This is an optimization exercise on Yosys and OpenROAD, whose aim is small area, a short achievable clock period and few clock cycles per item, not a production implementation.
Where RTL was checked, it was by simulation tests only, not by an equivalence proof against the original.
No activity file was given, so power comes from the tool's default toggle rates.

==> inputs of cedar <==
==> flow/design.v <==
`timescale 1ns / 1ps
package ctt_pkg;
	localparam int SLOTW   = 4;
	localparam int TASKW   = 8;
	localparam int CNTW    = 16;
	localparam int SLOTINW = 3;
	localparam int STATW   = 2;
	typedef enum logic [1:0] {
		FUNC_TICK     = 2'd0,
		FUNC_ADD      = 2'd1,
		FUNC_DELETE   = 2'd2,
		FUNC_DISPATCH = 2'd3
	} func_t;
	typedef enum logic [STATW-1:0] {
		ST_OK    = 2'd0,
		ST_FULL  = 2'd1,
		ST_EMPTY = 2'd2
	} status_t;
	typedef struct packed {
		logic             valid;
		logic [TASKW-1:0] task_id;
		logic [CNTW-1:0]  delay;
		logic [CNTW-1:0]  period;
		logic             run;
	} slot_rec_t;
endpackage
`timescale 1ns / 1ps
module ctt_cell (
	input  logic               clk,
	input  logic               arst_n,
	input  logic               shift,
	input  ctt_pkg::slot_rec_t d,
	output ctt_pkg::slot_rec_t q
);
	ctt_pkg::slot_rec_t rec_q;
	always_ff @(posedge clk or negedge arst_n) begin
		if (!arst_n) begin
			rec_q <= '0;
		end else if (shift) begin
			rec_q <= d;
		end
	end
	assign q = rec_q;
endmodule
`timescale 1ns / 1ps
module cooperative_task_timer_table #(
	parameter int MAX_TASKS = 8
) (
	input  logic        clk,
	input  logic        arst_n,
	input  logic        s_tvalid,
	output logic        s_tready,
	input  logic [47:0] s_tdata,   
	input  logic [1:0]  s_tuser,   
	output logic        m_tvalid,
	input  logic        m_tready,
	output logic [15:0] m_tdata,   
	output logic [0:0]  m_tuser,   
	output logic        m_tlast
);
	localparam int N    = MAX_TASKS;
	localparam int TW   = ctt_pkg::TASKW;
	localparam int CW   = ctt_pkg::CNTW;
	localparam int NB   = CW / 4;                         
	localparam int SW   = ctt_pkg::SLOTW;
	localparam int BW   = SW + TW + ctt_pkg::STATW + 2;   
	logic [N-1:0]         valid_q;
	logic [N-1:0]         run_q;
	logic [N-1:0][TW-1:0] tid_q;
	logic [N-1:0][CW-1:0] ndly_q;    
	logic [N-1:0][CW-1:0] per_q;
	logic [N-1:0]         z_q;       
	logic                 disp_q;    
	logic                 m_v_q;
	logic [BW-1:0]        m_q;
	logic                 sk_v_q;
	logic [BW-1:0]        sk_q;
	logic                 nrdy_q;    
	logic                 out_free;   
	logic                 push;       
	logic                 disp_d;
	logic                 sk_v_d;
	logic                 acc;
	logic                 do_tick, do_add, do_del, do_disp;
	logic                 disp_go;
	logic [N-1:0]         due;
	logic [N-1:0]         add_sel;
	logic [N-1:0]         disp_sel;
	logic [N-1:0]         del_sel;
	logic [SW-1:0]        add_idx;
	logic [SW-1:0]        disp_idx;
	logic [TW-1:0]        disp_tid;
	logic                 any_free;
	logic                 any_due;
	logic                 more_due;
	logic [BW-1:0]        beat;
	logic                 in_z;      
	assign out_free = !m_v_q || m_tready;
	assign s_tready = !nrdy_q;
	assign acc      = s_tvalid && !nrdy_q;
	assign do_tick  = acc && (s_tuser == 2'd0);
	assign do_add   = acc && (s_tuser == 2'd1);
	assign do_del   = acc && (s_tuser == 2'd2);
	assign do_disp  = acc && (s_tuser == 2'd3);
	assign disp_go  = do_disp || (disp_q && !sk_v_q);
	assign push     = acc || (disp_q && !sk_v_q);
	assign due      = valid_q & run_q;
	assign in_z     = (s_tdata[23:8] == '0);
	always_comb begin
		add_sel  = '0;
		disp_sel = '0;
		add_idx  = SW'(N);
		disp_idx = '0;
		disp_tid = '0;
		any_free = 1'b0;
		any_due  = 1'b0;
		more_due = 1'b0;
		for (int i = N - 1; i >= 0; i--) begin
			if (!valid_q[i]) begin
				add_sel  = '0;
				add_sel[i] = 1'b1;
				add_idx  = SW'(i);
				any_free = 1'b1;
			end
		end
		for (int i = N - 1; i >= 0; i--) begin
			if (due[i]) begin
				more_due = any_due;
				disp_sel = '0;
				disp_sel[i] = 1'b1;
				disp_idx = SW'(i);
				disp_tid = tid_q[i];
				any_due  = 1'b1;
			end
		end
	end
	always_comb begin
		del_sel = '0;
		del_sel[s_tdata[42:40]] = 1'b1;
	end
	always_comb begin
		beat = {1'b1, 1'b0, ctt_pkg::ST_OK, TW'(0), SW'(0)};
		if (disp_q || s_tuser == 2'd3) begin
			if (any_due) beat = {!more_due, 1'b1, ctt_pkg::ST_OK, disp_tid, disp_idx};
		end else if (s_tuser == 2'd1) begin
			beat = {1'b1, 1'b0, any_free ? ctt_pkg::ST_OK : ctt_pkg::ST_FULL, TW'(0), add_idx};
		end else if (s_tuser == 2'd2) begin
			beat = {1'b1, 1'b0, valid_q[s_tdata[42:40]] ? ctt_pkg::ST_OK : ctt_pkg::ST_EMPTY,
			        TW'(0), SW'(s_tdata[42:40])};
		end
	end
	for (genvar i = 0; i < N; i++) begin : g_slot
		logic [CW-1:0] dly;         
		logic          zero;        
		logic          load;        
		logic          t_rl;        
		logic          t_dec;       
		logic          keep;        
		logic [CW-1:0] bor;         
		logic [CW-1:0] nxt;         
		logic          pzero;       
		logic          one;         
		assign dly   = ~ndly_q[i];
		assign zero  = z_q[i];
		assign pzero = (per_q[i] == '0);
		assign one   = (dly == CW'(1));
		assign load  = do_add && add_sel[i];
		assign t_rl  = do_tick && zero;
		assign t_dec = do_tick;
		assign keep  = !(t_rl || load);
		for (genvar j = 0; j < CW; j++) begin : g_bor
			assign bor[j] = (j == 0) ? 1'b1 : (dly[j > 0 ? j - 1 : 0 : 0] == '0);
		end
		assign nxt = dly ^ ({CW{t_dec}} & bor);
		always_ff @(posedge clk) begin
			ndly_q[i] <= ~(({CW{t_rl}} & per_q[i]) | ({CW{load}} & s_tdata[23:8]) |
			               ({CW{keep}} & nxt));
			z_q[i]    <= (t_rl && pzero) || (load && in_z) || (keep && (do_tick ? one : zero));
		end
		always_ff @(posedge clk or negedge arst_n) begin
			if (!arst_n) begin
				valid_q[i] <= 1'b0;
			end else if (load) begin
				valid_q[i] <= 1'b1;
			end else if ((do_del && del_sel[i]) || (disp_go && disp_sel[i] && pzero)) begin
				valid_q[i] <= 1'b0;
			end
		end
		always_ff @(posedge clk) begin
			if (t_rl) begin
				run_q[i] <= 1'b1;
			end
			if (load) begin
				tid_q[i] <= s_tdata[7:0];
				per_q[i] <= s_tdata[39:24];
				run_q[i] <= 1'b0;
			end
			if (disp_go && disp_sel[i]) begin
				run_q[i] <= 1'b0;
			end
		end
	end
	assign disp_d = disp_go ? more_due : disp_q;
	assign sk_v_d = !out_free && (sk_v_q || push);
	always_ff @(posedge clk or negedge arst_n) begin
		if (!arst_n) begin
			disp_q <= 1'b0;
			m_v_q  <= 1'b0;
			sk_v_q <= 1'b0;
			nrdy_q <= 1'b0;
		end else begin
			disp_q <= disp_d;
			if (out_free) begin
				m_v_q <= sk_v_q || push;
			end
			sk_v_q <= sk_v_d;
			nrdy_q <= disp_d || sk_v_d;
		end
	end
	always_ff @(posedge clk) begin
		m_q <= ({BW{out_free && sk_v_q}} & sk_q) | ({BW{out_free && !sk_v_q}} & beat) |
		       ({BW{!out_free}} & m_q);
		if (push) begin
			sk_q <= beat;
		end
	end
	assign m_tvalid   = m_v_q;
	assign m_tdata    = {2'b00, m_q[SW+TW+1:0]};
	assign m_tuser[0] = m_q[BW-2];
	assign m_tlast    = m_q[BW-1];
endmodule
==> flow/run.sh <==
#!/bin/bash
# synth_recipe.tcl (not shown) runs the flow's synth.tcl, then flattens the netlist and writes it again
# the make line also repeats each setting of config.mk as NAME=value (left out here)
make -C /OpenROAD-flow-scripts/flow DESIGN_CONFIG=/design/flow/config.mk WORK_HOME=/design/flow/orfs CLKGATE_MAP_FILE= SYNTH_SCRIPT=/design/flow/synth_recipe.tcl finish
==> flow/config.mk <==
export PLATFORM = sky130hd
export DESIGN_NAME = cooperative_task_timer_table
export DESIGN_NICKNAME = cooperative_task_timer_table
export VERILOG_FILES = /design/flow/design.v
export SDC_FILE = /design/flow/constraint.sdc
export NUM_CORES = 4
export LEC_CHECK = 0
export CAP_MARGIN = 20
export CORE_MARGIN = 2
export CORE_UTILIZATION = 40
export CTS_CLUSTER_DIAMETER = 100
export CTS_CLUSTER_SIZE = 24
export SETUP_SLACK_MARGIN = 1.7
export SLEW_MARGIN = 20
==> flow/constraint.sdc <==
create_clock -name core_clock -period 4.0 [get_ports {clk}]
set_input_delay 0.8000 -clock core_clock [delete_from_list [all_inputs] [get_ports {clk}]]
set_output_delay 0.8000 -clock core_clock [all_outputs]
set_load 0.01 [all_outputs]
==> inputs of harbor, as changes to cedar <==
--- a/flow/design.v
+++ b/flow/design.v
@@ -75,9 +75,3 @@
 	logic [BW-1:0]        m_q;
-	logic                 sk_v_q;
-	logic [BW-1:0]        sk_q;
-	logic                 nrdy_q;    
 	logic                 out_free;   
-	logic                 push;       
-	logic                 disp_d;
-	logic                 sk_v_d;
 	logic                 acc;
@@ -98,4 +92,4 @@
 	assign out_free = !m_v_q || m_tready;
-	assign s_tready = !nrdy_q;
-	assign acc      = s_tvalid && !nrdy_q;
+	assign s_tready = !disp_q && out_free;
+	assign acc      = s_tvalid && s_tready;
 	assign do_tick  = acc && (s_tuser == 2'd0);
@@ -104,4 +98,3 @@
 	assign do_disp  = acc && (s_tuser == 2'd3);
-	assign disp_go  = do_disp || (disp_q && !sk_v_q);
-	assign push     = acc || (disp_q && !sk_v_q);
+	assign disp_go  = do_disp || (disp_q && out_free);
 	assign due      = valid_q & run_q;
@@ -202,4 +195,2 @@
 	end
-	assign disp_d = disp_go ? more_due : disp_q;
-	assign sk_v_d = !out_free && (sk_v_q || push);
 	always_ff @(posedge clk or negedge arst_n) begin
@@ -208,11 +199,9 @@
 			m_v_q  <= 1'b0;
-			sk_v_q <= 1'b0;
-			nrdy_q <= 1'b0;
 		end else begin
-			disp_q <= disp_d;
+			if (disp_go) begin
+				disp_q <= more_due;
+			end
 			if (out_free) begin
-				m_v_q <= sk_v_q || push;
-			end
-			sk_v_q <= sk_v_d;
-			nrdy_q <= disp_d || sk_v_d;
+				m_v_q <= acc || disp_q;
+			end
 		end
@@ -220,6 +209,4 @@
 	always_ff @(posedge clk) begin
-		m_q <= ({BW{out_free && sk_v_q}} & sk_q) | ({BW{out_free && !sk_v_q}} & beat) |
-		       ({BW{!out_free}} & m_q);
-		if (push) begin
-			sk_q <= beat;
+		if (out_free) begin
+			m_q <= beat;
 		end
==> summary.txt <==
item	cedar	harbor
Run status	timing/DRC/antenna clean	complete, but fails checks
Layout check failures	-	antenna rules
Static power due to leakage	0.007066 uW	0.006272 uW
Share of final-layout standard cells stronger than drive strength 1	16.43%	13.86%
Internal power consumption	6553 uW	6531 uW
Remaining number of nets flagged by the antenna check after routing	0	1
Worst hold path endpoint	ndly_q[68]	ndly_q[6]
Core footprint	0.04074 mm^2	0.03964 mm^2
Final worst-path setup slack	1.641 ns	1.652 ns
Critical Path End Type	flip-flop	output port
Setup slack on the worst flop-to-flop path	1.64 ns	1.78 ns
Number of DRC markers in iteration 0	1229	1363
Via count of the first global-routing pass	11409	11678
Wire length of the first global-routing pass	70120 um	72510 um
Final worst hold slack	0.4648 ns	0.4555 ns
Sw Ratio	29.95%	30.05%
Worst-path maximum fanout	4	3
Die Outline Area	0.04276 mm^2	0.04161 mm^2
Worst reg2reg path endpoint	ndly_q[25]	valid_q[3]
Post-Synth XOR/XNOR Area	5.484%	5.749%
Data arrival at the endpoint of the critical path	2.82 ns	1.55 ns
Slowest stage delay, CP	0.60 ns	0.44 ns
Switch Pwr	2802 uW	2806 uW
Flop+latch power	5330 uW	5240 uW
Area share of fa/ha/maj cells after synthesis	0.9127%	0.9230%
Aggregate global-route resource usage	21.90%	23.13%
Met1 usage in global routing	30.28%	31.62%
Testbench counts of harbor, summed over its fixed seeds: cycles 13,323, items 12,000.
Function not checked in cedar: the RTL went through the layout flow alone.

separate check: timing with driven ports:
No port has a modelled driver above. Below, the same layouts with a new extraction and two added sets of constraints. Step 1 sets driving cells, clkbuf_16 on the clock port and buf_2 on the other inputs (assumed; they add their load-dependent delay and slew). Step 2 adds t to the input delays and takes it off the output delays; t is the mean of the earliest and latest rising clock arrival at the registers after step 1. Input paths then give back, and output paths get back, about the clock's delay inside the block. Three values: ideal, step 1, step 2; two values: the first two.
run	t (ns)	slack for setup (ns)	latest minus earliest clock arrival (ns)	slew at the worst register clock pin (ns)
cedar	0.595	1.641 / 1.641 / 1.078	0.026 / 0.025	0.10 / 0.10
harbor	0.575	1.652 / 1.601 / 1.222	0.029 / 0.030	0.10 / 0.10
For cedar, which loses most, drivers alone change the setup slack by 0.000 ns; drivers and shift together by -0.563 ns.
